Source: an optimization exercise on an open RTL-to-GDS flow (aim: small area, a short achievable clock period and few clock cycles). Production flows keep margins and buffers that such runs may drop.
At most, simulation tests tie the RTL to the original design; equivalence was not proved.
For runs 2 and 3, only the layout was checked, not whether the RTL still works.

==> flow/design.v, too long to show whole: its modules and the start of the top module <==
// module fp32_mac_core: 612 lines
// module ks_add: 32 lines
// module inc_pfx: 17 lines
// module lzc32: 28 lines
// module mul_tree: 696 lines
module fp32_mac_core #(
   parameter logic [31:0] CANON_NAN = 32'h7FC00000
) (
   input  logic        CLK_I,
   input  logic        RSTL_I,
   input  logic        IN_VALID_I,
   input  logic [95:0] IN_DATA_I,
   output logic        IN_READY_O,
   output logic        OUT_VALID_O,
   input  logic        OUT_READY_I,
   output logic [31:0] OUT_DATA_O,
   output logic        OVERRUN_O
);
  // ...
==> flow/flow/run.sh <==
#!/bin/bash
# The standard layout (standard.sh: the standard synthesis and ORFS flow, unchanged), with
#  - a tighter setup target for the timing repair steps: repair_timing works until the setup
#    slack at the fixed 10 ns clock is at least SETUP_SLACK_MARGIN (flow/margin.txt);
#  - the smallest buffer cell for the port buffers (every port still gets its buffer; repair
#    may resize them);
#  - clock tree synthesis with clkbuf_8 buffers, clusters of up to 14 sinks within 80 um,
#    and no dummy loads.
set -euo pipefail
MARGIN=$(cat flow/margin.txt)
CTS="-sink_clustering_enable -repair_clock_nets -dont_use_dummy_load -sink_clustering_size 14 -sink_clustering_max_diameter 80 -buf_list sky130_fd_sc_hd__clkbuf_8"
bash standard.sh SETUP_SLACK_MARGIN=$MARGIN "BUFFER_PORTS_ARGS=-buffer_cell sky130_fd_sc_hd__buf_1" "CTS_ARGS=$CTS" finish > standard_flow.log 2>&1
==> flow/flow/margin.txt <==
6.3
==> flow/standard.sh <==
#!/bin/bash
# synth_recipe.tcl (not shown) runs the flow's synth.tcl, then flattens the netlist and writes it again
# the make line also repeats each setting of config.mk as NAME=value (left out here)
make -C /OpenROAD-flow-scripts/flow DESIGN_CONFIG=/design/flow/config.mk WORK_HOME=/design/flow/orfs CLKGATE_MAP_FILE= SYNTH_SCRIPT=/design/flow/synth_recipe.tcl "${@:-finish}"
==> flow/config.mk <==
export PLATFORM = sky130hd
export DESIGN_NAME = fp32_mac_core
export DESIGN_NICKNAME = fp32_mac_core
export VERILOG_FILES = /design/flow/design.v
export SDC_FILE = /design/flow/constraint.sdc
export NUM_CORES = 4
export LEC_CHECK = 0
export CAP_MARGIN = 20
export CORE_MARGIN = 2
export CORE_UTILIZATION = 40
export SLEW_MARGIN = 20
==> flow/constraint.sdc <==
create_clock -name core_clock -period 10.0 [get_ports {CLK_I}]
set_input_delay 2.0000 -clock core_clock [delete_from_list [all_inputs] [get_ports {CLK_I}]]
set_output_delay 2.0000 -clock core_clock [all_outputs]
set_load 0.01 [all_outputs]
==> results by group, run 1 <==
Worst setup path
  • Worst path slowest cell: a311oi_1
  • Capturing point of the worst reg2reg path: sm4[7]
  • CP startpoint: ovf3
  • Cell family contributing the most delay on the critical path: compound AO/OA/AOI/OAI gates
  • Crit Path Max Fanout: 45

STA
  • RSZ-0062 raised after global routing: yes
  • Rel. slew slack: roughly 26%

Synthesis
  • Xor and xnor area share after synthesis: 8.43%
  • Post-synth cell types: 119
  • Top cells by area, synth: edfxtp_1, dfxtp_1, fa_1
  • Mux share of post-synthesis cell area: just under 5%
  • Synth cell count leaders: nand2_1, inv_1, edfxtp_1, xnor2_1, a21oi_1
  • Mean Syn Cell Area: 9.85 sq um

Clock tree
  • CTS Hold Bufs: 0
  • Worst-path clk slew: ~0.090 ns

GRT
  • Grt ovf: 0
  • Vias in the first global route: about 27000
  • Met2 GRT Util: 32.9%
  • M1 GR Usage: 28.5%

Route
  • ANT nets after route: 0
  • Wl on met1: 44.5 mm
  • Vias per Instance: ~5.6

Outcome
  • Status: timing/DRC/antenna clean

Hold path
  • Hold EP: cc2[5]

Layout
  • Commonest cells after routing, fill and taps aside: nand2_1, edfxtp_1, inv_1
  • Commonest non-fill, non-tap cell in the layout: nand2_1
  • Share of cells above drive strength 1: 11.9%

Place
  • Detailed Place HPWL: 70.2 mm

Die
  • # rows: 110
Testbench counts, summed over its fixed seeds: cycles 4,848.
==> module fp32_mac_core, before the edit <==
module fp32_mac_core #(
   parameter logic [31:0] CANON_NAN = 32'h7FC00000
) (
   input  logic        CLK_I,
   input  logic        RSTL_I,
   input  logic        IN_VALID_I,
   input  logic [95:0] IN_DATA_I,
   output logic        IN_READY_O,
   output logic        OUT_VALID_O,
   input  logic        OUT_READY_I,
   output logic [31:0] OUT_DATA_O,
   output logic        OVERRUN_O
);
   localparam logic [1:0] K_NUM = 2'd0, K_NAN = 2'd1, K_INF = 2'd2, K_ZERO = 2'd3;
   logic       valid_prev;
   logic       rise, acc, take;
   logic [2:0] cnt_q, cnt_n;    
   logic       v0_q, v1_q, v2_q, v3_q, v4_q, v5_q;
   logic       en_o, en5, en4, en3;
   assign rise  = IN_VALID_I & ~valid_prev;
   assign acc   = rise & IN_READY_O;
   assign take  = OUT_VALID_O & OUT_READY_I;
   assign cnt_n = cnt_q + {2'd0, acc} - {2'd0, take};
   assign en_o = ~OUT_VALID_O;
   assign en5  = ~v5_q | en_o;
   assign en4  = ~v4_q | en5;
   assign en3  = ~v3_q | en4;
   always_ff @(posedge CLK_I or negedge RSTL_I) begin
      if (!RSTL_I) begin
         valid_prev  <= 1'b1;
         IN_READY_O  <= 1'b1;
         OVERRUN_O   <= 1'b0;
         OUT_VALID_O <= 1'b0;
         cnt_q       <= 3'd0;
         v0_q        <= 1'b0;
         v1_q        <= 1'b0;
         v2_q        <= 1'b0;
         v3_q        <= 1'b0;
         v4_q        <= 1'b0;
         v5_q        <= 1'b0;
      end else begin
         valid_prev <= IN_VALID_I;
         if (rise & ~IN_READY_O) OVERRUN_O <= 1'b1;
         cnt_q      <= cnt_n;
         IN_READY_O <= ~cnt_n[2];
         v0_q       <= acc;
         v1_q       <= v0_q;
         v2_q       <= v1_q;
         if (en3) v3_q <= v2_q;
         if (en4) v4_q <= v3_q;
         else if (en5) v4_q <= 1'b0;
         if (en5) v5_q <= v4_q;
         else if (en_o) v5_q <= 1'b0;
         if (en_o) OUT_VALID_O <= v5_q;
         else if (OUT_READY_I) OUT_VALID_O <= 1'b0;
      end
   end
   logic [31:0] a, c;
   logic [31:13] b;
   logic [19:0] bd;
   function automatic logic [2:0] booth(input logic [2:0] x);
      booth[0] = x[1] ^ x[0];
      booth[1] = (x[2] & ~x[1] & ~x[0]) | (~x[2] & x[1] & x[0]);
      booth[2] = x[2];
   endfunction
   logic [19:0] bd_lo, bd_hi;
   logic [13:0] blx;      
   logic [12:0] bhx;      
   assign blx = {1'b0, IN_DATA_I[44:32], 1'b0};
   assign bhx = {2'b01, b[22:13], 1'b0};
   always_comb begin
      for (int i = 0; i < 6; i++) begin
         bd_lo[3*i +: 3] = booth(blx[2*i +: 3]);
         bd_hi[3*i +: 3] = booth(bhx[2*i +: 3]);
      end
      bd_lo[19:18] = booth({1'b0, blx[13:12]}) & 2'b11;
      bd_hi[19:18] = 2'b00;
   end
   always_ff @(posedge CLK_I) begin
      if (!v0_q) begin
         a <= IN_DATA_I[31:0];
         b <= IN_DATA_I[63:45];
         c <= IN_DATA_I[95:64];
      end
      bd <= v0_q ? bd_hi : bd_lo;
   end
   logic [23:0] am;
   logic        v1;
   logic [47:0] p0s, p0c;       
   logic [47:0] ts, tc;
   logic [251:0] tx;
   assign am = {1'b1, a[22:0]};
   assign v1 = v1_q;
   assign tx[0] = (((bd[0] & am[0])) ^ bd[2]);
   assign tx[1] = (((bd[0] & am[1]) | (bd[1] & am[0])) ^ bd[2]);
   assign tx[2] = (((bd[0] & am[2]) | (bd[1] & am[1])) ^ bd[2]);
   assign tx[3] = (((bd[0] & am[3]) | (bd[1] & am[2])) ^ bd[2]);
   assign tx[4] = (((bd[0] & am[4]) | (bd[1] & am[3])) ^ bd[2]);
   assign tx[5] = (((bd[0] & am[5]) | (bd[1] & am[4])) ^ bd[2]);
   assign tx[6] = (((bd[0] & am[6]) | (bd[1] & am[5])) ^ bd[2]);
   assign tx[7] = (((bd[0] & am[7]) | (bd[1] & am[6])) ^ bd[2]);
   assign tx[8] = (((bd[0] & am[8]) | (bd[1] & am[7])) ^ bd[2]);
   assign tx[9] = (((bd[0] & am[9]) | (bd[1] & am[8])) ^ bd[2]);
   assign tx[10] = (((bd[0] & am[10]) | (bd[1] & am[9])) ^ bd[2]);
   assign tx[11] = (((bd[0] & am[11]) | (bd[1] & am[10])) ^ bd[2]);
   assign tx[12] = (((bd[0] & am[12]) | (bd[1] & am[11])) ^ bd[2]);
   assign tx[13] = (((bd[0] & am[13]) | (bd[1] & am[12])) ^ bd[2]);
   assign tx[14] = (((bd[0] & am[14]) | (bd[1] & am[13])) ^ bd[2]);
   assign tx[15] = (((bd[0] & am[15]) | (bd[1] & am[14])) ^ bd[2]);
   assign tx[16] = (((bd[0] & am[16]) | (bd[1] & am[15])) ^ bd[2]);
   assign tx[17] = (((bd[0] & am[17]) | (bd[1] & am[16])) ^ bd[2]);
   assign tx[18] = (((bd[0] & am[18]) | (bd[1] & am[17])) ^ bd[2]);
   assign tx[19] = (((bd[0] & am[19]) | (bd[1] & am[18])) ^ bd[2]);
   assign tx[20] = (((bd[0] & am[20]) | (bd[1] & am[19])) ^ bd[2]);
   assign tx[21] = (((bd[0] & am[21]) | (bd[1] & am[20])) ^ bd[2]);
   assign tx[22] = (((bd[0] & am[22]) | (bd[1] & am[21])) ^ bd[2]);
   assign tx[23] = (((bd[0] & am[23]) | (bd[1] & am[22])) ^ bd[2]);
   assign tx[24] = (((bd[1] & am[23])) ^ bd[2]);
   assign tx[25] = bd[2];
   assign tx[26] = ~bd[2];
   assign tx[27] = (((bd[3] & am[0])) ^ bd[5]);
   assign tx[28] = (((bd[3] & am[1]) | (bd[4] & am[0])) ^ bd[5]);
   assign tx[29] = (((bd[3] & am[2]) | (bd[4] & am[1])) ^ bd[5]);
   assign tx[30] = (((bd[3] & am[3]) | (bd[4] & am[2])) ^ bd[5]);
   assign tx[31] = (((bd[3] & am[4]) | (bd[4] & am[3])) ^ bd[5]);
   assign tx[32] = (((bd[3] & am[5]) | (bd[4] & am[4])) ^ bd[5]);
   assign tx[33] = (((bd[3] & am[6]) | (bd[4] & am[5])) ^ bd[5]);
   assign tx[34] = (((bd[3] & am[7]) | (bd[4] & am[6])) ^ bd[5]);
   assign tx[35] = (((bd[3] & am[8]) | (bd[4] & am[7])) ^ bd[5]);
   assign tx[36] = (((bd[3] & am[9]) | (bd[4] & am[8])) ^ bd[5]);
   assign tx[37] = (((bd[3] & am[10]) | (bd[4] & am[9])) ^ bd[5]);
   assign tx[38] = (((bd[3] & am[11]) | (bd[4] & am[10])) ^ bd[5]);
   assign tx[39] = (((bd[3] & am[12]) | (bd[4] & am[11])) ^ bd[5]);
   assign tx[40] = (((bd[3] & am[13]) | (bd[4] & am[12])) ^ bd[5]);
   assign tx[41] = (((bd[3] & am[14]) | (bd[4] & am[13])) ^ bd[5]);
   assign tx[42] = (((bd[3] & am[15]) | (bd[4] & am[14])) ^ bd[5]);
   assign tx[43] = (((bd[3] & am[16]) | (bd[4] & am[15])) ^ bd[5]);
   assign tx[44] = (((bd[3] & am[17]) | (bd[4] & am[16])) ^ bd[5]);
   assign tx[45] = (((bd[3] & am[18]) | (bd[4] & am[17])) ^ bd[5]);
   assign tx[46] = (((bd[3] & am[19]) | (bd[4] & am[18])) ^ bd[5]);
   assign tx[47] = (((bd[3] & am[20]) | (bd[4] & am[19])) ^ bd[5]);
   assign tx[48] = (((bd[3] & am[21]) | (bd[4] & am[20])) ^ bd[5]);
   assign tx[49] = (((bd[3] & am[22]) | (bd[4] & am[21])) ^ bd[5]);
   assign tx[50] = (((bd[3] & am[23]) | (bd[4] & am[22])) ^ bd[5]);
   assign tx[51] = (((bd[4] & am[23])) ^ bd[5]);
   assign tx[52] = bd[5];
   assign tx[53] = ~bd[5];
   assign tx[54] = (((bd[6] & am[0])) ^ bd[8]);
   assign tx[55] = (((bd[6] & am[1]) | (bd[7] & am[0])) ^ bd[8]);
   assign tx[56] = (((bd[6] & am[2]) | (bd[7] & am[1])) ^ bd[8]);
   assign tx[57] = (((bd[6] & am[3]) | (bd[7] & am[2])) ^ bd[8]);
   assign tx[58] = (((bd[6] & am[4]) | (bd[7] & am[3])) ^ bd[8]);
   assign tx[59] = (((bd[6] & am[5]) | (bd[7] & am[4])) ^ bd[8]);
   assign tx[60] = (((bd[6] & am[6]) | (bd[7] & am[5])) ^ bd[8]);
   assign tx[61] = (((bd[6] & am[7]) | (bd[7] & am[6])) ^ bd[8]);
   assign tx[62] = (((bd[6] & am[8]) | (bd[7] & am[7])) ^ bd[8]);
   assign tx[63] = (((bd[6] & am[9]) | (bd[7] & am[8])) ^ bd[8]);
   assign tx[64] = (((bd[6] & am[10]) | (bd[7] & am[9])) ^ bd[8]);
   assign tx[65] = (((bd[6] & am[11]) | (bd[7] & am[10])) ^ bd[8]);
   assign tx[66] = (((bd[6] & am[12]) | (bd[7] & am[11])) ^ bd[8]);
   assign tx[67] = (((bd[6] & am[13]) | (bd[7] & am[12])) ^ bd[8]);
   assign tx[68] = (((bd[6] & am[14]) | (bd[7] & am[13])) ^ bd[8]);
   assign tx[69] = (((bd[6] & am[15]) | (bd[7] & am[14])) ^ bd[8]);
   assign tx[70] = (((bd[6] & am[16]) | (bd[7] & am[15])) ^ bd[8]);
   assign tx[71] = (((bd[6] & am[17]) | (bd[7] & am[16])) ^ bd[8]);
   assign tx[72] = (((bd[6] & am[18]) | (bd[7] & am[17])) ^ bd[8]);
   assign tx[73] = (((bd[6] & am[19]) | (bd[7] & am[18])) ^ bd[8]);
   assign tx[74] = (((bd[6] & am[20]) | (bd[7] & am[19])) ^ bd[8]);
   assign tx[75] = (((bd[6] & am[21]) | (bd[7] & am[20])) ^ bd[8]);
   assign tx[76] = (((bd[6] & am[22]) | (bd[7] & am[21])) ^ bd[8]);
   assign tx[77] = (((bd[6] & am[23]) | (bd[7] & am[22])) ^ bd[8]);
   assign tx[78] = (((bd[7] & am[23])) ^ bd[8]);
   assign tx[79] = bd[8];
   assign tx[80] = ~bd[8];
   assign tx[81] = (((bd[9] & am[0])) ^ bd[11]);
   assign tx[82] = (((bd[9] & am[1]) | (bd[10] & am[0])) ^ bd[11]);
   assign tx[83] = (((bd[9] & am[2]) | (bd[10] & am[1])) ^ bd[11]);
   assign tx[84] = (((bd[9] & am[3]) | (bd[10] & am[2])) ^ bd[11]);
   assign tx[85] = (((bd[9] & am[4]) | (bd[10] & am[3])) ^ bd[11]);
   assign tx[86] = (((bd[9] & am[5]) | (bd[10] & am[4])) ^ bd[11]);
   assign tx[87] = (((bd[9] & am[6]) | (bd[10] & am[5])) ^ bd[11]);
   assign tx[88] = (((bd[9] & am[7]) | (bd[10] & am[6])) ^ bd[11]);
   assign tx[89] = (((bd[9] & am[8]) | (bd[10] & am[7])) ^ bd[11]);
   assign tx[90] = (((bd[9] & am[9]) | (bd[10] & am[8])) ^ bd[11]);
   assign tx[91] = (((bd[9] & am[10]) | (bd[10] & am[9])) ^ bd[11]);
   assign tx[92] = (((bd[9] & am[11]) | (bd[10] & am[10])) ^ bd[11]);
   assign tx[93] = (((bd[9] & am[12]) | (bd[10] & am[11])) ^ bd[11]);
   assign tx[94] = (((bd[9] & am[13]) | (bd[10] & am[12])) ^ bd[11]);
   assign tx[95] = (((bd[9] & am[14]) | (bd[10] & am[13])) ^ bd[11]);
   assign tx[96] = (((bd[9] & am[15]) | (bd[10] & am[14])) ^ bd[11]);
   assign tx[97] = (((bd[9] & am[16]) | (bd[10] & am[15])) ^ bd[11]);
   assign tx[98] = (((bd[9] & am[17]) | (bd[10] & am[16])) ^ bd[11]);
   assign tx[99] = (((bd[9] & am[18]) | (bd[10] & am[17])) ^ bd[11]);
   assign tx[100] = (((bd[9] & am[19]) | (bd[10] & am[18])) ^ bd[11]);
   assign tx[101] = (((bd[9] & am[20]) | (bd[10] & am[19])) ^ bd[11]);
   assign tx[102] = (((bd[9] & am[21]) | (bd[10] & am[20])) ^ bd[11]);
   assign tx[103] = (((bd[9] & am[22]) | (bd[10] & am[21])) ^ bd[11]);
   assign tx[104] = (((bd[9] & am[23]) | (bd[10] & am[22])) ^ bd[11]);
   assign tx[105] = (((bd[10] & am[23])) ^ bd[11]);
   assign tx[106] = bd[11];
   assign tx[107] = ~bd[11];
   assign tx[108] = (((bd[12] & am[0])) ^ bd[14]);
   assign tx[109] = (((bd[12] & am[1]) | (bd[13] & am[0])) ^ bd[14]);
   assign tx[110] = (((bd[12] & am[2]) | (bd[13] & am[1])) ^ bd[14]);
   assign tx[111] = (((bd[12] & am[3]) | (bd[13] & am[2])) ^ bd[14]);
   assign tx[112] = (((bd[12] & am[4]) | (bd[13] & am[3])) ^ bd[14]);
   assign tx[113] = (((bd[12] & am[5]) | (bd[13] & am[4])) ^ bd[14]);
   assign tx[114] = (((bd[12] & am[6]) | (bd[13] & am[5])) ^ bd[14]);
   assign tx[115] = (((bd[12] & am[7]) | (bd[13] & am[6])) ^ bd[14]);
   assign tx[116] = (((bd[12] & am[8]) | (bd[13] & am[7])) ^ bd[14]);
   assign tx[117] = (((bd[12] & am[9]) | (bd[13] & am[8])) ^ bd[14]);
   assign tx[118] = (((bd[12] & am[10]) | (bd[13] & am[9])) ^ bd[14]);
   assign tx[119] = (((bd[12] & am[11]) | (bd[13] & am[10])) ^ bd[14]);
   assign tx[120] = (((bd[12] & am[12]) | (bd[13] & am[11])) ^ bd[14]);
   assign tx[121] = (((bd[12] & am[13]) | (bd[13] & am[12])) ^ bd[14]);
   assign tx[122] = (((bd[12] & am[14]) | (bd[13] & am[13])) ^ bd[14]);
   assign tx[123] = (((bd[12] & am[15]) | (bd[13] & am[14])) ^ bd[14]);
   assign tx[124] = (((bd[12] & am[16]) | (bd[13] & am[15])) ^ bd[14]);
   assign tx[125] = (((bd[12] & am[17]) | (bd[13] & am[16])) ^ bd[14]);
   assign tx[126] = (((bd[12] & am[18]) | (bd[13] & am[17])) ^ bd[14]);
   assign tx[127] = (((bd[12] & am[19]) | (bd[13] & am[18])) ^ bd[14]);
   assign tx[128] = (((bd[12] & am[20]) | (bd[13] & am[19])) ^ bd[14]);
   assign tx[129] = (((bd[12] & am[21]) | (bd[13] & am[20])) ^ bd[14]);
   assign tx[130] = (((bd[12] & am[22]) | (bd[13] & am[21])) ^ bd[14]);
   assign tx[131] = (((bd[12] & am[23]) | (bd[13] & am[22])) ^ bd[14]);
   assign tx[132] = (((bd[13] & am[23])) ^ bd[14]);
   assign tx[133] = bd[14];
   assign tx[134] = ~bd[14];
   assign tx[135] = (((bd[15] & am[0])) ^ bd[17]);
   assign tx[136] = (((bd[15] & am[1]) | (bd[16] & am[0])) ^ bd[17]);
   assign tx[137] = (((bd[15] & am[2]) | (bd[16] & am[1])) ^ bd[17]);
   assign tx[138] = (((bd[15] & am[3]) | (bd[16] & am[2])) ^ bd[17]);
   assign tx[139] = (((bd[15] & am[4]) | (bd[16] & am[3])) ^ bd[17]);
   assign tx[140] = (((bd[15] & am[5]) | (bd[16] & am[4])) ^ bd[17]);
   assign tx[141] = (((bd[15] & am[6]) | (bd[16] & am[5])) ^ bd[17]);
   assign tx[142] = (((bd[15] & am[7]) | (bd[16] & am[6])) ^ bd[17]);
   assign tx[143] = (((bd[15] & am[8]) | (bd[16] & am[7])) ^ bd[17]);
   assign tx[144] = (((bd[15] & am[9]) | (bd[16] & am[8])) ^ bd[17]);
   assign tx[145] = (((bd[15] & am[10]) | (bd[16] & am[9])) ^ bd[17]);
   assign tx[146] = (((bd[15] & am[11]) | (bd[16] & am[10])) ^ bd[17]);
   assign tx[147] = (((bd[15] & am[12]) | (bd[16] & am[11])) ^ bd[17]);
   assign tx[148] = (((bd[15] & am[13]) | (bd[16] & am[12])) ^ bd[17]);
   assign tx[149] = (((bd[15] & am[14]) | (bd[16] & am[13])) ^ bd[17]);
   assign tx[150] = (((bd[15] & am[15]) | (bd[16] & am[14])) ^ bd[17]);
   assign tx[151] = (((bd[15] & am[16]) | (bd[16] & am[15])) ^ bd[17]);
   assign tx[152] = (((bd[15] & am[17]) | (bd[16] & am[16])) ^ bd[17]);
   assign tx[153] = (((bd[15] & am[18]) | (bd[16] & am[17])) ^ bd[17]);
   assign tx[154] = (((bd[15] & am[19]) | (bd[16] & am[18])) ^ bd[17]);
   assign tx[155] = (((bd[15] & am[20]) | (bd[16] & am[19])) ^ bd[17]);
   assign tx[156] = (((bd[15] & am[21]) | (bd[16] & am[20])) ^ bd[17]);
   assign tx[157] = (((bd[15] & am[22]) | (bd[16] & am[21])) ^ bd[17]);
   assign tx[158] = (((bd[15] & am[23]) | (bd[16] & am[22])) ^ bd[17]);
   assign tx[159] = (((bd[16] & am[23])) ^ bd[17]);
   assign tx[160] = bd[17];
   assign tx[161] = ~bd[17];
   assign tx[162] = (p0s[13] & v1);
   assign tx[163] = (p0s[14] & v1);
   assign tx[164] = (p0s[15] & v1);
   assign tx[165] = (p0s[16] & v1);
   assign tx[166] = (p0s[17] & v1);
   assign tx[167] = (p0s[18] & v1);
   assign tx[168] = (p0s[19] & v1);
   assign tx[169] = (p0s[20] & v1);
   assign tx[170] = (p0s[21] & v1);
   assign tx[171] = (p0s[22] & v1);
   assign tx[172] = (p0s[23] & v1);
   assign tx[173] = (p0s[24] & v1);
   assign tx[174] = ((bd[18] & am[0])) | (p0s[25] & v1);
   assign tx[175] = ((bd[18] & am[1]) | (bd[19] & am[0])) | (p0s[26] & v1);
   assign tx[176] = ((bd[18] & am[2]) | (bd[19] & am[1])) | (p0s[27] & v1);
   assign tx[177] = ((bd[18] & am[3]) | (bd[19] & am[2])) | (p0s[28] & v1);
   assign tx[178] = ((bd[18] & am[4]) | (bd[19] & am[3])) | (p0s[29] & v1);
   assign tx[179] = ((bd[18] & am[5]) | (bd[19] & am[4])) | (p0s[30] & v1);
   assign tx[180] = ((bd[18] & am[6]) | (bd[19] & am[5])) | (p0s[31] & v1);
   assign tx[181] = ((bd[18] & am[7]) | (bd[19] & am[6])) | (p0s[32] & v1);
   assign tx[182] = ((bd[18] & am[8]) | (bd[19] & am[7])) | (p0s[33] & v1);
   assign tx[183] = ((bd[18] & am[9]) | (bd[19] & am[8])) | (p0s[34] & v1);
   assign tx[184] = ((bd[18] & am[10]) | (bd[19] & am[9])) | (p0s[35] & v1);
   assign tx[185] = ((bd[18] & am[11]) | (bd[19] & am[10])) | (p0s[36] & v1);
   assign tx[186] = ((bd[18] & am[12]) | (bd[19] & am[11])) | (p0s[37] & v1);
   assign tx[187] = ((bd[18] & am[13]) | (bd[19] & am[12])) | (p0s[38] & v1);
   assign tx[188] = ((bd[18] & am[14]) | (bd[19] & am[13])) | (p0s[39] & v1);
   assign tx[189] = ((bd[18] & am[15]) | (bd[19] & am[14])) | (p0s[40] & v1);
   assign tx[190] = ((bd[18] & am[16]) | (bd[19] & am[15])) | (p0s[41] & v1);
   assign tx[191] = ((bd[18] & am[17]) | (bd[19] & am[16])) | (p0s[42] & v1);
   assign tx[192] = ((bd[18] & am[18]) | (bd[19] & am[17])) | (p0s[43] & v1);
   assign tx[193] = ((bd[18] & am[19]) | (bd[19] & am[18])) | (p0s[44] & v1);
   assign tx[194] = ((bd[18] & am[20]) | (bd[19] & am[19])) | (p0s[45] & v1);
   assign tx[195] = ((bd[18] & am[21]) | (bd[19] & am[20])) | (p0s[46] & v1);
   assign tx[196] = ((bd[18] & am[22]) | (bd[19] & am[21])) | (p0s[47] & v1);
   assign tx[197] = ((bd[18] & am[23]) | (bd[19] & am[22]));
   assign tx[198] = ((bd[19] & am[23]));
   assign tx[199] = (p0c[13] & v1);
   assign tx[200] = (p0c[14] & v1);
   assign tx[201] = (p0c[15] & v1);
   assign tx[202] = (p0c[16] & v1);
   assign tx[203] = (p0c[17] & v1);
   assign tx[204] = (p0c[18] & v1);
   assign tx[205] = (p0c[19] & v1);
   assign tx[206] = (p0c[20] & v1);
   assign tx[207] = (p0c[21] & v1);
   assign tx[208] = (p0c[22] & v1);
   assign tx[209] = (p0c[23] & v1);
   assign tx[210] = (p0c[24] & v1);
   assign tx[211] = (p0c[25] & v1);
   assign tx[212] = (p0c[26] & v1);
   assign tx[213] = (p0c[27] & v1);
   assign tx[214] = (p0c[28] & v1);
   assign tx[215] = (p0c[29] & v1);
   assign tx[216] = (p0c[30] & v1);
   assign tx[217] = (p0c[31] & v1);
   assign tx[218] = (p0c[32] & v1);
   assign tx[219] = (p0c[33] & v1);
   assign tx[220] = (p0c[34] & v1);
   assign tx[221] = (p0c[35] & v1);
   assign tx[222] = (p0c[36] & v1);
   assign tx[223] = (p0c[37] & v1);
   assign tx[224] = (p0c[38] & v1);
   assign tx[225] = (p0c[39] & v1);
   assign tx[226] = (p0c[40] & v1);
   assign tx[227] = (p0c[41] & v1);
   assign tx[228] = (p0c[42] & v1);
   assign tx[229] = (p0c[43] & v1);
   assign tx[230] = (p0c[44] & v1);
   assign tx[231] = (p0c[45] & v1);
   assign tx[232] = (p0c[46] & v1);
   assign tx[233] = (p0c[47] & v1);
   assign tx[234] = 1'b1;
   assign tx[235] = 1'b1;
   assign tx[236] = 1'b1;
   assign tx[237] = 1'b1;
   assign tx[238] = 1'b1;
   assign tx[239] = 1'b1;
   assign tx[240] = 1'b1;
   assign tx[241] = 1'b1;
   assign tx[242] = 1'b1;
   assign tx[243] = 1'b1;
   assign tx[244] = 1'b1;
   assign tx[245] = 1'b1;
   assign tx[246] = 1'b1;
   assign tx[247] = 1'b1;
   assign tx[248] = 1'b1;
   assign tx[249] = 1'b1;
   assign tx[250] = 1'b1;
   assign tx[251] = 1'b1;
   mul_tree u_tree (.x(tx), .s(ts), .c(tc));
   always_ff @(posedge CLK_I) begin
      p0s <= ts;
      p0c <= tc;
   end
   logic [12:0] lo13;
   logic        lo13_c;
   ks_add #(13, 4) u_lo13 (.a(p0s[12:0]), .b(p0c[12:0]), .ci(1'b0), .s(lo13), .co(lo13_c));
   logic blo_zero;
   always_ff @(posedge CLK_I) begin
      blo_zero <= (bd == 20'd0);
   end
   logic a_zero, b_zero, c_zero, a_inf, b_inf, c_inf, a_nan, b_nan, c_nan;
   logic mul_sign;
   logic [1:0] kind_m;
   logic       ksign_m, kill_m;
   logic [9:0] ep_m;
   logic [10:0] t_m;
   assign a_zero   = (a[30:23] == 8'h00);
   assign b_zero   = (b[30:23] == 8'h00);
   assign c_zero   = (c[30:23] == 8'h00);
   assign a_inf    = (a[30:23] == 8'hFF) && (a[22:0] == 23'd0);
   assign b_inf    = (b[30:23] == 8'hFF) && (b[22:13] == 10'd0) && blo_zero;
   assign c_inf    = (c[30:23] == 8'hFF) && (c[22:0] == 23'd0);
   assign a_nan    = (a[30:23] == 8'hFF) && (a[22:0] != 23'd0);
   assign b_nan    = (b[30:23] == 8'hFF) && !b_inf;
   assign c_nan    = (c[30:23] == 8'hFF) && (c[22:0] != 23'd0);
   assign mul_sign = a[31] ^ b[31];
   assign ep_m     = {2'b00, a[30:23]} + {2'b00, b[30:23]} - 10'd127;
   logic [10:0] t1;
   always_ff @(posedge CLK_I) begin
      t1 <= {3'b000, c[30:23]} + 11'd127 - {3'b000, a[30:23]} - {3'b000, b[30:23]};
   end
   assign t_m      = t1;
   always_comb begin
      kind_m  = K_NUM;
      ksign_m = 1'b0;
      kill_m  = 1'b0;
      if (a_nan || b_nan || c_nan || (a_inf && b_zero) || (b_inf && a_zero) ||
          ((a_inf || b_inf) && c_inf && (mul_sign != c[31])))
         kind_m = K_NAN;
      else if (a_inf || b_inf) begin
         kind_m = K_INF; ksign_m = mul_sign;
      end else if (c_inf) begin
         kind_m = K_INF; ksign_m = c[31];
      end else if (a_zero || b_zero) begin
         if (c_zero) begin
            kind_m = K_ZERO; ksign_m = c[31];
         end else
            kill_m = 1'b1;
      end
   end
   logic [14:0] sk_m;        
   logic [2:0] dp_m, dz_m;
   always_comb begin
      for (int k = 0; k < 3; k++) begin
         logic [10:0] d, m;
         d = t_m - 11'(k);
         m = d[10] ? (11'd0 - d) : d;
         sk_m[5*k +: 5] = (m > 11'd31) ? 5'd31 : m[4:0];
         dp_m[k] = ~d[10] & (d != 11'd0);
         dz_m[k] = (d == 11'd0);
      end
   end
   logic [34:0] s2, c2;
   logic        cy2, st2;
   logic [9:0]  ep2;
   logic [14:0] sk2;
   logic [2:0]  dp2, dz2;
   logic        ps2;
   logic [31:0] cc2;
   logic [1:0]  kind2;
   logic        ks2, kill2;
   always_ff @(posedge CLK_I) begin
      s2    <= ts[34:0];
      c2    <= tc[34:0];
      cy2   <= lo13_c;
      st2   <= |lo13;
      ep2   <= ep_m;
      sk2   <= sk_m;
      dp2   <= dp_m;
      dz2   <= dz_m;
      ps2   <= mul_sign;
      cc2   <= c;
      kind2 <= kind_m;
      ks2   <= ksign_m;
      kill2 <= kill_m;
   end
   logic [34:0] q;             
   logic        q_co;
   logic        pr_ovf;
   logic [22:0] pr_r;
   logic [23:0] rm;
   ks_add #(35, 6) u_qadd (.a(s2), .b(c2), .ci(cy2), .s(q), .co(q_co));
   logic [23:0] m1, m0;
   logic        inc1, inc0;
   logic [22:0] r1, r0;
   assign m1   = q[34:11];
   assign m0   = q[33:10];
   assign inc1 = q[10] & ((|q[9:0]) | st2 | m1[0]);
   assign inc0 = q[9]  & ((|q[8:0]) | st2 | m0[0]);
   inc_pfx #(23, 5) u_pinc1 (.a(m1[22:0]), .ci(inc1), .s(r1));
   inc_pfx #(23, 5) u_pinc0 (.a(m0[22:0]), .ci(inc0), .s(r0));
   assign pr_r   = q[34] ? r1 : r0;
   assign pr_ovf = q[34] ? (inc1 & (&m1)) : (inc0 & (&m0));
   assign rm = {1'b1, pr_r};
   logic [4:0] sha, shb;
   logic       dpa, dpb, dza, dzb;
   always_comb begin
      if (q[34]) begin
         sha = sk2[9:5];   dpa = dp2[1]; dza = dz2[1];
         shb = sk2[14:10]; dpb = dp2[2]; dzb = dz2[2];
      end else begin
         sha = sk2[4:0];   dpa = dp2[0]; dza = dz2[0];
         shb = sk2[9:5];   dpb = dp2[1]; dzb = dz2[1];
      end
   end
   logic [23:0] rm3;
   logic [9:0]  ep3;
   logic        n3, ovf3;
   logic        ps3;
   logic [31:0] cc3;
   logic [1:0]  kind3;
   logic        ks3, kill3;
   logic        dpa3, dpb3, dza3, dzb3;
   logic [4:0]  sha3, shb3;
   always_ff @(posedge CLK_I) begin
      if (en3) begin
         rm3    <= rm;
         ep3    <= ep2;
         n3     <= q[34];
         ovf3   <= pr_ovf;
         ps3    <= ps2;
         cc3    <= cc2;
         kind3  <= kind2;
         ks3    <= ks2;
         kill3  <= kill2;
         dpa3   <= dpa;
         dpb3   <= dpb;
         dza3   <= dza;
         dzb3   <= dzb;
         sha3   <= sha;
         shb3   <= shb;
      end
   end
   logic [23:0] c_man, sm_in, lg_m;
   logic        c_nz, c_gt, c_bigger, sm_ok;
   logic [26:0] al_x, al_sh, al_mask, al_small;
   logic        al_st;
   logic [24:0] cmp_d;
   logic        cmp_co;
   logic       dpos3, dzero3;
   logic [4:0] sh3;
   logic [9:0] re3;
   assign dpos3  = ovf3 ? dpb3 : dpa3;
   assign dzero3 = ovf3 ? dzb3 : dza3;
   assign sh3    = ovf3 ? shb3 : sha3;
   assign re3    = ep3 + {9'd0, n3} + {9'd0, ovf3};
   assign c_nz  = (cc3[30:23] != 8'h00);
   assign c_man = {c_nz, cc3[22:0]};
   ks_add #(24, 5) u_cmp (.a(rm3), .b(~c_man), .ci(1'b1), .s(cmp_d[23:0]), .co(cmp_co));
   assign c_gt     = ~cmp_co;
   assign c_bigger = kill3 | (c_nz & (dpos3 | (dzero3 & c_gt)));
   assign sm_ok    = c_nz & ~kill3;
   assign sm_in   = (dpos3 ? rm3 : c_man) & {24{sm_ok}};
   assign al_x    = {sm_in, 3'b000};
   assign al_sh   = al_x >> sh3;
   assign al_mask = ~(27'h7FFFFFF << sh3);
   assign al_st   = |(al_x & al_mask);
   always_comb begin
      if (dzero3 & c_gt & sm_ok)
         al_small = {rm3, 3'b000};
      else
         al_small = {al_sh[26:1], al_sh[0] | al_st};
   end
   assign lg_m = c_bigger ? c_man : rm3;
   logic [23:0] lg4;
   logic [26:0] sm4;
   logic [9:0]  e4;
   logic        s4, sub4;
   logic [1:0]  kind4;
   logic        ks4;
   always_ff @(posedge CLK_I) begin
      if (en4) begin
         lg4   <= lg_m;
         sm4   <= al_small ^ {27{cc3[31] ^ ps3}};
         e4    <= c_bigger ? {2'b00, cc3[30:23]} : re3;
         s4    <= c_bigger ? cc3[31] : ps3;
         sub4  <= cc3[31] ^ ps3;
         kind4 <= kind3;
         ks4   <= ks3;
      end
   end
   logic [26:0] add_s;
   logic        add_co;
   logic [27:0] add_sum;
   logic [26:0] pre;
   logic [4:0]  lz;
   ks_add #(27, 5) u_add (.a({lg4, 3'b000}), .b(sm4), .ci(sub4), .s(add_s), .co(add_co));
   assign add_sum = {add_co & ~sub4, add_s};
   lzc32 u_lzc (.x({add_sum[26:0], 5'b10000}), .n(lz));
   logic [4:0]  lzu;
   logic [26:0] pre_a, pre_b;
   assign lzu   = add_sum[27] ? 5'd0 : lz;
   assign pre_a = add_sum[27] ? {add_sum[27:2], add_sum[1] | add_sum[0]} : add_sum[26:0];
   assign pre_b = lzu[4] ? {pre_a[10:0], 16'd0} : pre_a;
   assign pre   = lzu[3] ? {pre_b[18:0], 8'd0} : pre_b;
   logic [26:0] pre5;
   logic [4:0]  lz5;
   logic        up5;
   logic [9:0]  e5;
   logic        s5;
   logic [1:0]  kind5;
   logic        ks5;
   always_ff @(posedge CLK_I) begin
      if (en5) begin
         pre5  <= pre;
         lz5   <= lzu;
         up5   <= add_sum[27];
         e5    <= e4;
         s5    <= s4;
         kind5 <= kind4;
         ks5   <= ks4;
      end
   end
   logic [26:0] norm;
   logic [9:0]  ne;
   logic        ne_co;
   logic [7:0]  ne_p1;
   logic [22:0] rn_r;
   logic        rn_inc, rn_ovf, zero5;
   logic        ge254, ge255, le0, ovr, unr;
   logic [7:0]  rnd_e;
   logic [31:0] res;
   assign norm   = pre5 << lz5[2:0];
   assign rn_inc = norm[2] & (norm[1] | norm[0] | norm[3]);
   assign rn_ovf = rn_inc & (&norm[26:3]);
   inc_pfx #(23, 5) u_rinc (.a(norm[25:3]), .ci(rn_inc), .s(rn_r));
   assign zero5 = (lz5 == 5'd27);
   ks_add #(10, 4) u_ne (.a(e5), .b(up5 ? 10'd0 : ~{5'd0, lz5}), .ci(1'b1), .s(ne), .co(ne_co));
   assign ne_p1 = ne[7:0] + 8'd1;
   assign ge255 = ~ne[9] & (ne[8] | (&ne[7:0]));
   assign ge254 = ~ne[9] & (ne[8] | (&ne[7:1]));
   assign le0   = ne[9] | (ne == 10'd0);
   assign ovr   = rn_ovf ? ge254 : ge255;
   assign unr   = rn_ovf ? ne[9] : le0;
   assign rnd_e = rn_ovf ? ne_p1 : ne[7:0];
   always_comb begin
      case (kind5)
         K_NAN:  res = CANON_NAN;
         K_INF:  res = {ks5, 8'hFF, 23'd0};
         K_ZERO: res = {ks5, 31'd0};
         default:
            if (zero5)
               res = 32'd0;
            else if (ovr)
               res = {s5, 8'hFF, 23'd0};
            else if (unr)
               res = {s5, 31'd0};
            else
               res = {s5, rnd_e, rn_r};
      endcase
   end
   always_ff @(posedge CLK_I) begin
      if (en_o) OUT_DATA_O <= res;
   end
endmodule
==> run 2: changes to the inputs <==
--- a/flow/design.v
+++ b/flow/design.v
@@ -396,7 +396,8 @@
       end
    end
    logic [14:0] sk_m;        
-   logic [2:0] dp_m, dz_m;
+   logic [2:0]  dp_m, dz_m;
+   logic [9:0]  base_m;      
    always_comb begin
       for (int k = 0; k < 3; k++) begin
          logic [10:0] d, m;
@@ -406,11 +407,13 @@
          dp_m[k] = ~d[10] & (d != 11'd0);
          dz_m[k] = (d == 11'd0);
       end
+      for (int k = 0; k < 2; k++)
+         base_m[5*k +: 5] = dp_m[k] ? sk_m[5*(k+1) +: 5] : sk_m[5*k +: 5];
    end
    logic [34:0] s2, c2;
    logic        cy2, st2;
    logic [9:0]  ep2;
-   logic [14:0] sk2;
+   logic [9:0]  base2;
    logic [2:0]  dp2, dz2;
    logic        ps2;
    logic [31:0] cc2;
@@ -422,7 +425,7 @@
       cy2   <= lo13_c;
       st2   <= |lo13;
       ep2   <= ep_m;
-      sk2   <= sk_m;
+      base2 <= base_m;
       dp2   <= dp_m;
       dz2   <= dz_m;
       ps2   <= mul_sign;
@@ -449,15 +452,15 @@
    assign pr_r   = q[34] ? r1 : r0;
    assign pr_ovf = q[34] ? (inc1 & (&m1)) : (inc0 & (&m0));
    assign rm = {1'b1, pr_r};
-   logic [4:0] sha, shb;
+   logic [4:0] base;
    logic       dpa, dpb, dza, dzb;
    always_comb begin
       if (q[34]) begin
-         sha = sk2[9:5];   dpa = dp2[1]; dza = dz2[1];
-         shb = sk2[14:10]; dpb = dp2[2]; dzb = dz2[2];
+         base = base2[9:5]; dpa = dp2[1]; dza = dz2[1];
+         dpb = dp2[2]; dzb = dz2[2];
       end else begin
-         sha = sk2[4:0];   dpa = dp2[0]; dza = dz2[0];
-         shb = sk2[9:5];   dpb = dp2[1]; dzb = dz2[1];
+         base = base2[4:0]; dpa = dp2[0]; dza = dz2[0];
+         dpb = dp2[1]; dzb = dz2[1];
       end
    end
    logic [23:0] rm3;
@@ -468,7 +471,7 @@
    logic [1:0]  kind3;
    logic        ks3, kill3;
    logic        dpa3, dpb3, dza3, dzb3;
-   logic [4:0]  sha3, shb3;
+   logic [4:0]  base3;
    always_ff @(posedge CLK_I) begin
       if (en3) begin
          rm3    <= rm;
@@ -484,8 +487,7 @@
          dpb3   <= dpb;
          dza3   <= dza;
          dzb3   <= dzb;
-         sha3   <= sha;
-         shb3   <= shb;
+         base3  <= base;
       end
    end
    logic [23:0] c_man, sm_in, lg_m;
@@ -495,11 +497,11 @@
    logic [24:0] cmp_d;
    logic        cmp_co;
    logic       dpos3, dzero3;
-   logic [4:0] sh3;
+   logic       extra;
    logic [9:0] re3;
    assign dpos3  = ovf3 ? dpb3 : dpa3;
    assign dzero3 = ovf3 ? dzb3 : dza3;
-   assign sh3    = ovf3 ? shb3 : sha3;
+   assign extra  = dpa3 ^ ovf3;
    assign re3    = ep3 + {9'd0, n3} + {9'd0, ovf3};
    assign c_nz  = (cc3[30:23] != 8'h00);
    assign c_man = {c_nz, cc3[22:0]};
@@ -507,14 +509,16 @@
    assign c_gt     = ~cmp_co;
    assign c_bigger = kill3 | (c_nz & (dpos3 | (dzero3 & c_gt)));
    assign sm_ok    = c_nz & ~kill3;
-   assign sm_in   = (dpos3 ? rm3 : c_man) & {24{sm_ok}};
+   assign sm_in   = (dpa3 ? rm3 : c_man) & {24{sm_ok}};
    assign al_x    = {sm_in, 3'b000};
-   assign al_sh   = al_x >> sh3;
-   assign al_mask = ~(27'h7FFFFFF << sh3);
+   assign al_sh   = al_x >> base3;
+   assign al_mask = ~(27'h7FFFFFF << base3);
    assign al_st   = |(al_x & al_mask);
    always_comb begin
-      if (dzero3 & c_gt & sm_ok)
-         al_small = {rm3, 3'b000};
+      if (dzero3)
+         al_small = (c_gt & sm_ok) ? {rm3, 3'b000} : {c_man & {24{sm_ok}}, 3'b000};
+      else if (extra)
+         al_small = {1'b0, al_sh[26:2], al_sh[1] | al_sh[0] | al_st};
       else
          al_small = {al_sh[26:1], al_sh[0] | al_st};
    end
==> flow/flow/run.sh (replaced) <==
#!/bin/bash
# The standard layout (standard.sh: the standard synthesis and ORFS flow, unchanged), with
#  - a tighter setup target for the timing repair steps: repair_timing works until the setup
#    slack at the fixed 10 ns clock is at least SETUP_SLACK_MARGIN (flow/margin.txt);
#  - the smallest buffer cell for the port buffers (every port still gets its buffer; repair
#    may resize them).
set -euo pipefail
MARGIN=$(cat flow/margin.txt)
bash standard.sh SETUP_SLACK_MARGIN=$MARGIN "BUFFER_PORTS_ARGS=-buffer_cell sky130_fd_sc_hd__buf_1" finish > standard_flow.log 2>&1
--- a/flow/config.mk
+++ b/flow/config.mk
@@ -8,4 +8,7 @@
 export CAP_MARGIN = 20
 export CORE_MARGIN = 2
 export CORE_UTILIZATION = 40
+export CTS_BUF_LIST = sky130_fd_sc_hd__clkbuf_8
+export CTS_CLUSTER_DIAMETER = 80
+export CTS_CLUSTER_SIZE = 14
 export SLEW_MARGIN = 20
==> run 2 against run 1 <==
Net effect:
- still clean
- flip-flop and latch count is 10 lower
- routed wire length is 2.0% higher
- hold slack worse by 0.019 ns
- count of clock-buffer cells in the layout is 1 higher
==> results by group, run 2 <==
Worst setup path
  • Critical path capture point type: register (unchanged)
  • CP required: 10.42 ns (was 10.38 ns)
  • Setup crit start kind: register (unchanged)
  • Reg-to-reg setup timing slack: 6.26 ns (was 6.30 ns)
  • Crit Path Max Fanout: 5 (was 45)
  • Critical Path AT: 4.15 ns (was 4.08 ns)
  • Critical path class: register to register (unchanged)

Die
  • IO Pins: 135 (unchanged)
  • Die area: 93200 sq um (unchanged)
  • Initial core utilization: 40.3% (unchanged)
  • Die width: 305 um (unchanged)
  • Core area: 90000 sq um (unchanged)
  • # rows: 110 (unchanged)
  • Die Ht: 305 um (unchanged)

Layout
  • P&R area growth vs syn: 12.1% (was 11.3%)
  • Commonest non-fill, non-tap cell in the layout: inv_1 (was nand2_1)
  • Layout net count: 4265 (was 4255)
  • Non-Filler Instances: 5032 (was 4982)
  • Share of cells above drive strength 1: 13.4% (was 11.9%)
  • Commonest cells after routing, fill and taps aside: inv_1, nand2_1, edfxtp_1 (was nand2_1, edfxtp_1, inv_1)
  • Biggest regs: c2 (34), s2 (34) (unchanged)
  • Fillers: 8687 (was 8656)

Outcome
  • Status: timing/DRC/antenna clean (unchanged)

Clock tree
  • H-tree depth: 2 (unchanged)
  • Clock sinks: 494 (was 504)
  • CTS Buf Count: 47 (unchanged)
  • Clock root cell: clkbuf_8 (unchanged)
  • CTS tree: yes (unchanged)
  • Worst-path clk slew: 0.09 ns (about the same)
  • Clk Latency, worst-skew pair: 0.71 ns (was 0.73 ns)
  • CTS max path bufs: 3 (unchanged)

Route
  • Residual DRC: 0 (unchanged)
  • Vias per Instance: 5.65 (was 5.63)
  • ANT nets after route: 0 (unchanged)
  • Routed wire length: 102 mm (was 99.5 mm)
  • Routed via count: 28418 (was 28049)
  • Detailed Route Iter0 Violations: 2547 (was 2493)
  • Wire per inst: 20.2 um (was 20.0 um)
  • Drt first pass iters: 9 (was 8)

GRT
  • GRT Overall Usage: 21.2% (was 20.5%)
  • Antenna violations before repair: 2 (unchanged)
  • Vias in the first global route: 27989 (was 26827)
  • First-pass GRT wire length: 158 mm (was 153 mm)
  • Grt ovf: 0 (unchanged)
  • Largest net degree at the start of global routing: 68 (was 86)

Place
  • DP Worst Slack: 5.10 ns (was 5.60 ns)
  • Detailed Place HPWL: 72.8 mm (was 70.2 mm)
  • Placed Cells: 4844 (was 4830)
  • RePlAce Congestion: 0.917 (was 0.902)
  • Port-buffer cells: 134 (unchanged)

Hold path
  • Hold WC Path Type: register to register (unchanged)

Synthesis
  • Seq/Total Area, Yosys: 35.9% (was 36.6%)
  • Synth Register Bits: 494 (was 504)
  • Cell with the most instances after synthesis: nand2_1 (unchanged)
  • Top_reg_cell synth: edfxtp_1 (unchanged)
  • Yosys warns: 19 (unchanged)
  • Synth cell count leaders: nand2_1, inv_1, edfxtp_1, xnor2_1, nor2_1 (was nand2_1, inv_1, edfxtp_1, xnor2_1, a21oi_1)
  • Top-area cell type share of the netlist area: 25.6% (was 26.0%)
  • Top cells by area, synth: edfxtp_1, dfxtp_1, fa_1 (unchanged)
  • Post-synth cell types: 103 (was 119)
  • Post-synth top area cell: edfxtp_1 (unchanged)
  • Syn nets: 4153 (was 4136)
  • Mean Syn Cell Area: 9.80 sq um (was 9.85 sq um)
  • Synth async-reset ratio: 2.63% (was 2.58%)
  • Synthesized area: 36300 sq um (unchanged)
  • Number of synthesized flops with an enable pin: 309 (was 314)
  • Cell count after synthesis: 3705 (was 3687)

STA
  • Max-slew violation count: 0 (unchanged)
  • Hold_ws: 0.355 ns (was 0.374 ns)
  • Final setup margin: 6.26 ns (was 6.30 ns)
  • RSZ-0062 raised after global routing: yes (unchanged)
  • Post-layout min period: 3.74 ns (was 3.70 ns)
  • Fin crit share: 37.4% (was 37.0%)
  • Final setup fails: 0 (unchanged)
  • Slew of the pin with the lowest slew margin: 1.13 ns (was 1.11 ns)
  • Rel. slew slack: 24.6% (was 25.5%)
  • Worst clock skew: 0.0743 ns (was 0.124 ns)
  • Final hold vios: 0 (unchanged)
  • Total negative slack: 0 ns (unchanged)
  • Max Clock Freq: 268 MHz (was 270 MHz)

Job
  • Max cap viols: 0 (unchanged)
## run 2: per-stage QoR
stage / utilization [%] / cell area (sq um)
3_3_place_gp: 42.0 / 37800
4_1_cts: 44.2 / 39800
2_1_floorplan: - / 36300
3_5_place_dp: 42.0 / 37800
6_report: 45.2 / 40700
5_1_grt: 45.2 / 40700
## run 2: path summary, 6_finish.rpt
path                       startpoint        to  cells past startpoint
max                             c2[0]   rm3[18]                     16
min in group asynchronous      RSTL_I  cnt_q[2]                      1
min                            cc2[2]    cc3[2]                      0
min reg2reg                    cc2[2]    cc3[2]                      0
max reg2reg                     c2[0]   rm3[18]                     16
max in group asynchronous      RSTL_I      v1_q                      1
## run 2: logic make-up after synthesis
group	Yosys count	share of synthesized area, %
and+or+nand+nor	981	13.3
AOI/OAI and AO/OA	854	15.8
buffers and inverters	541	5.86
DFF	494	35.9
xor gates and xnor gates	354	8.58
adders and majority gates	348	15.3
muxes	133	5.23
## run 2: per-layer routing
metal | GRT usage [%] | up-vias | share of wire, %
met3 | 2.91 | 218 | 6.0
met5 | 0 | - | 0
li1 | - | 13451 | -
met4 | 7.65 | 0 | 3.6
met1 | 28.3 | 13776 | 43
met2 | 35.2 | 973 | 47
## run 2: timing repair
action                                 CTS  global route
setup endpoints to repair              161           150
pin swaps                               43            50
hold buffers                             0             0
resized for setup                      154           111
gates cloned                             4             3
setup buffers                           43            50
endpoints found under the hold margin    0             0
## run 2: cell type report
class                           instances  area (sq um)  area share, %
Antenna cell                            1          2.50        0.00615
Clock buffer                           48           661           1.62
Clock inverter                         39           250          0.615
Inverter                              324          1240           3.05
Multi-Input combinational cell       2672         22300           54.8
Sequential cell                       494         13100           32.1
Tap cell                             1176          1470           3.61
Timing Repair Buffer                  277          1700           4.18
Timing Repair inverter                  1          7.51         0.0184
## run 2: worst max-delay path: stages, from the launching register on
cell	delay (ns)
dfxtp_4	0.37
ha_4	0.14
inv_2	0.04
fa_2	0.35
nand2b_4	0.17
a211oi_4	0.33
o31a_1	0.28
nor4_2	0.07
a311oi_2	0.26
buf_4	0.19
nand2_4	0.07
or3_4	0.44
nor4_4	0.33
buf_4	0.19
nand2_2	0.05
xnor2_1	0.15
o21ai_1	0.08
==> run 3: changes to the inputs <==
==> flow/flow/margin.txt (replaced) <==
6.4
==> run 3 against run 2 <==
Net effect:
- routed wire length up 1.6%
==> results by group, run 3 <==
Layout
  • P&R area growth vs syn: 15.3% (was 12.1%)
  • Commonest cells after routing, fill and taps aside: inv_1, nand2_1, edfxtp_1 (unchanged)
  • Fillers: 8496 (was 8687)
  • Area of the multi-input gates: 22900 sq um (was 22300 sq um)
  • Biggest regs: c2 (34), s2 (34) (unchanged)
  • Layout net count: 4319 (was 4265)
  • Commonest non-fill, non-tap cell in the layout: inv_1 (unchanged)
  • Reg area: 13100 sq um (about the same)
  • Share of cells above drive strength 1: 16.0% (was 13.4%)

Synthesis
  • Top_reg_cell synth: edfxtp_1 (unchanged)
  • Cell count after synthesis: 3705 (unchanged)
  • Cell with the most instances after synthesis: nand2_1 (unchanged)
  • Top-area cell type share of the netlist area: 25.6% (unchanged)
  • Post-synth cell types: 103 (unchanged)
  • Yosys warns: 19 (unchanged)
  • Synthesized area: 36300 sq um (unchanged)
  • Synth Register Bits: 494 (unchanged)
  • Synth cell count leaders: nand2_1, inv_1, edfxtp_1, xnor2_1, nor2_1 (unchanged)
  • Syn nets: 4153 (unchanged)
  • Number of synthesized flops with an enable pin: 309 (unchanged)
  • Top cells by area, synth: edfxtp_1, dfxtp_1, fa_1 (unchanged)
  • Mean Syn Cell Area: 9.80 sq um (unchanged)
  • Seq/Total Area, Yosys: 35.9% (unchanged)
  • Post-synth top area cell: edfxtp_1 (unchanged)
  • Synth async-reset ratio: 2.63% (unchanged)

GRT
  • GRT Overall Usage: 21.2% (about the same)
  • Vias in the first global route: 28285 (was 27989)
  • First-pass GRT wire length: 158 mm (about the same)
  • Grt ovf: 0 (unchanged)
  • Largest net degree at the start of global routing: 74 (was 68)
  • Antenna violations before repair: 3 (was 2)

Worst setup path
  • CP required: 10.50 ns (was 10.42 ns)
  • Critical path capture point type: register (unchanged)
  • FF-to-FF Start: s2[0] (was c2[0])
  • Critical path class: register to register (unchanged)
  • CP endpoint: rm3[21] (was rm3[18])
  • CP startpoint: s2[0] (was c2[0])
  • Reg-to-reg setup timing slack: 6.15 ns (was 6.26 ns)
  • Capturing point of the worst reg2reg path: rm3[21] (was rm3[18])
  • Critical Path AT: 4.35 ns (was 4.15 ns)
  • Crit Path Max Fanout: 5 (unchanged)
  • Reg2reg path depth: 14 (was 16)
  • Setup crit start kind: register (unchanged)

Route
  • Wire per inst: 20.3 um (was 20.2 um)
  • ANT nets after route: 0 (unchanged)
  • Routed wire length: 103 mm (was 102 mm)
  • Routed via count: 28873 (was 28418)
  • Vias per Instance: 5.67 (was 5.65)
  • Drt first pass iters: 6 (was 9)
  • Residual DRC: 0 (unchanged)
  • Detailed Route Iter0 Violations: 2217 (was 2547)

Clock tree
  • Clk Latency, worst-skew pair: 0.74 ns (was 0.71 ns)
  • Clock root cell: clkbuf_8 (unchanged)
  • CTS Hold Bufs: 0 (unchanged)
  • Worst-path clk slew: 0.10 ns (was 0.09 ns)
  • H-tree depth: 2 (unchanged)
  • Clock sinks: 494 (unchanged)
  • CTS tree: yes (unchanged)
  • CTS max path bufs: 3 (unchanged)
  • CTS Buf Count: 46 (was 47)

STA
  • Worst clock skew: 0.0469 ns (was 0.0743 ns)
  • RSZ-0062 raised after global routing: yes (unchanged)
  • Total negative slack: 0 ns (unchanged)
  • Fin crit share: 38.5% (was 37.4%)
  • Slew of the pin with the lowest slew margin: 1.07 ns (was 1.13 ns)
  • Final setup fails: 0 (unchanged)
  • Max-slew violation count: 0 (unchanged)
  • Rel. slew slack: 28.3% (was 24.6%)
  • Max Clock Freq: 260 MHz (was 268 MHz)
  • Final hold vios: 0 (unchanged)
  • Post-layout min period: 3.85 ns (was 3.74 ns)

Place
  • RePlAce Congestion: 0.920 (was 0.917)
  • Port-buffer cells: 134 (unchanged)
  • Detailed Place HPWL: 73.1 mm (was 72.8 mm)

Job
  • Max cap viols: 0 (unchanged)

Die
  • Die area: 93200 sq um (unchanged)
  • Die Ht: 305 um (unchanged)
  • Core area: 90000 sq um (unchanged)
  • IO Pins: 135 (unchanged)
  • Initial core utilization: 40.3% (unchanged)
  • # rows: 110 (unchanged)
  • Die width: 305 um (unchanged)

Outcome
  • Status: timing/DRC/antenna clean (unchanged)

Hold path
  • Hold WC Path Type: register to register (unchanged)
==> run 3: cell counts after synthesis <==
Identical to the previous run, type by type.
==> run 3: metrics by stage <==
stage	cells	cell area, sq um	utilization, %	hold slack, ns	setup WS (ns)
final	5088	41900	46.5	0.369	6.15
after detailed placement	4838	37800	42.0	0.357	5.63
after global routing	5088	41900	46.5	0.381	6.17
after global placement	4838	37800	42.0	0.356	5.71
after CTS	4996	40200	44.7	0.370	6.35
after floorplan	3705	36400	-	0.348	6.12
==> run 3: critical path, cell delays in order (launching register included) <==
cell      delay [ns]
dfxtp_4         0.37
ha_4            0.14
inv_2           0.03
fa_2            0.34
nand2b_4        0.16
a211oi_4        0.24
o31a_1          0.30
nor4_1          0.10
a311oi_2        0.32
nand2_2         0.14
buf_4           0.16
nor4_1          0.81
nand4_1         0.22
xnor2_1         0.19
mux2i_1         0.09
==> run 3: worst min-delay path by stage <==
stage	startpoint	to	slack, ns	cells past startpoint
floorplan	c[10]	cc2[10]	0.35	0
global placement	c[3]	cc2[3]	0.36	0
finish	c[3]	cc2[3]	0.37	0
CTS	c[3]	cc2[3]	0.37	0
global route	c[3]	cc2[3]	0.38	0
detailed placement	c[3]	cc2[3]	0.36	0
==> run 3: metal layers <==
metal	vias to the layer above	wire length (um)	track usage, %
met3	272	5970	3.08
met5	-	15	0
met2	1051	49600	35.9
met4	2	4390	9.02
met1	13976	43200	27.0
li1	13572	-	-
==> run 3: area by class of cell <==
cell class / count / share of cell area, %
Clock inverter: 36 / 0.646
Multi-Input combinational cell: 2674 / 54.6
Tap cell: 1176 / 3.51
Clock buffer: 50 / 1.64
Timing Repair Buffer: 330 / 5.39
Timing Repair inverter: 1 / 0.0179
Sequential cell: 494 / 31.2
Antenna cell: 3 / 0.0179
Inverter: 324 / 2.93
==> run 3: cell families after synthesis <==
kind of cell | after synthesis | share of synthesized area, %
simple gates | 981 | 13.3
compound gates | 854 | 15.8
buf+inv | 541 | 5.86
flops | 494 | 35.9
xor+xnor | 354 | 8.58
fa+ha+maj | 348 | 15.3
mux | 133 | 5.23
==> run 3: repair_timing <==
action	CTS	global route
gates resized for setup	174	178
endpoints found under the setup margin	203	146
gates cloned	7	6
pin swaps	49	77
buffers inserted	65	83

[separate check: timing with driven ports]
No port has a modelled driver above. Below, the same layouts with a new extraction and two added sets of constraints. Step 1 (the two cells are an assumption about what drives the block):
set clk [get_ports {CLK_I}]
set_driving_cell -lib_cell sky130_fd_sc_hd__clkbuf_16 $clk
set_driving_cell -lib_cell sky130_fd_sc_hd__buf_2 [delete_from_list [all_inputs] $clk]
Step 2 also shifts input and output timing later by t, the mid clock arrival at the registers, as if the neighbouring blocks saw the same clock. Three values: ideal, step 1, step 2; two values: the first two.
run | t (ns) | setup slack, ns | worst register clock-pin slew, ns | worst data-port slew with drivers (ns)
run 1 | 0.734 | 6.302 / 6.302 / 6.302 | 0.10 / 0.10 | 0.07
run 2 | 0.740 | 6.264 / 6.264 / 6.264 | 0.11 / 0.11 | 0.09
run 3 | 0.792 | 6.150 / 6.150 / 6.150 | 0.10 / 0.10 | 0.06
After both steps every run listed still meets setup and hold.
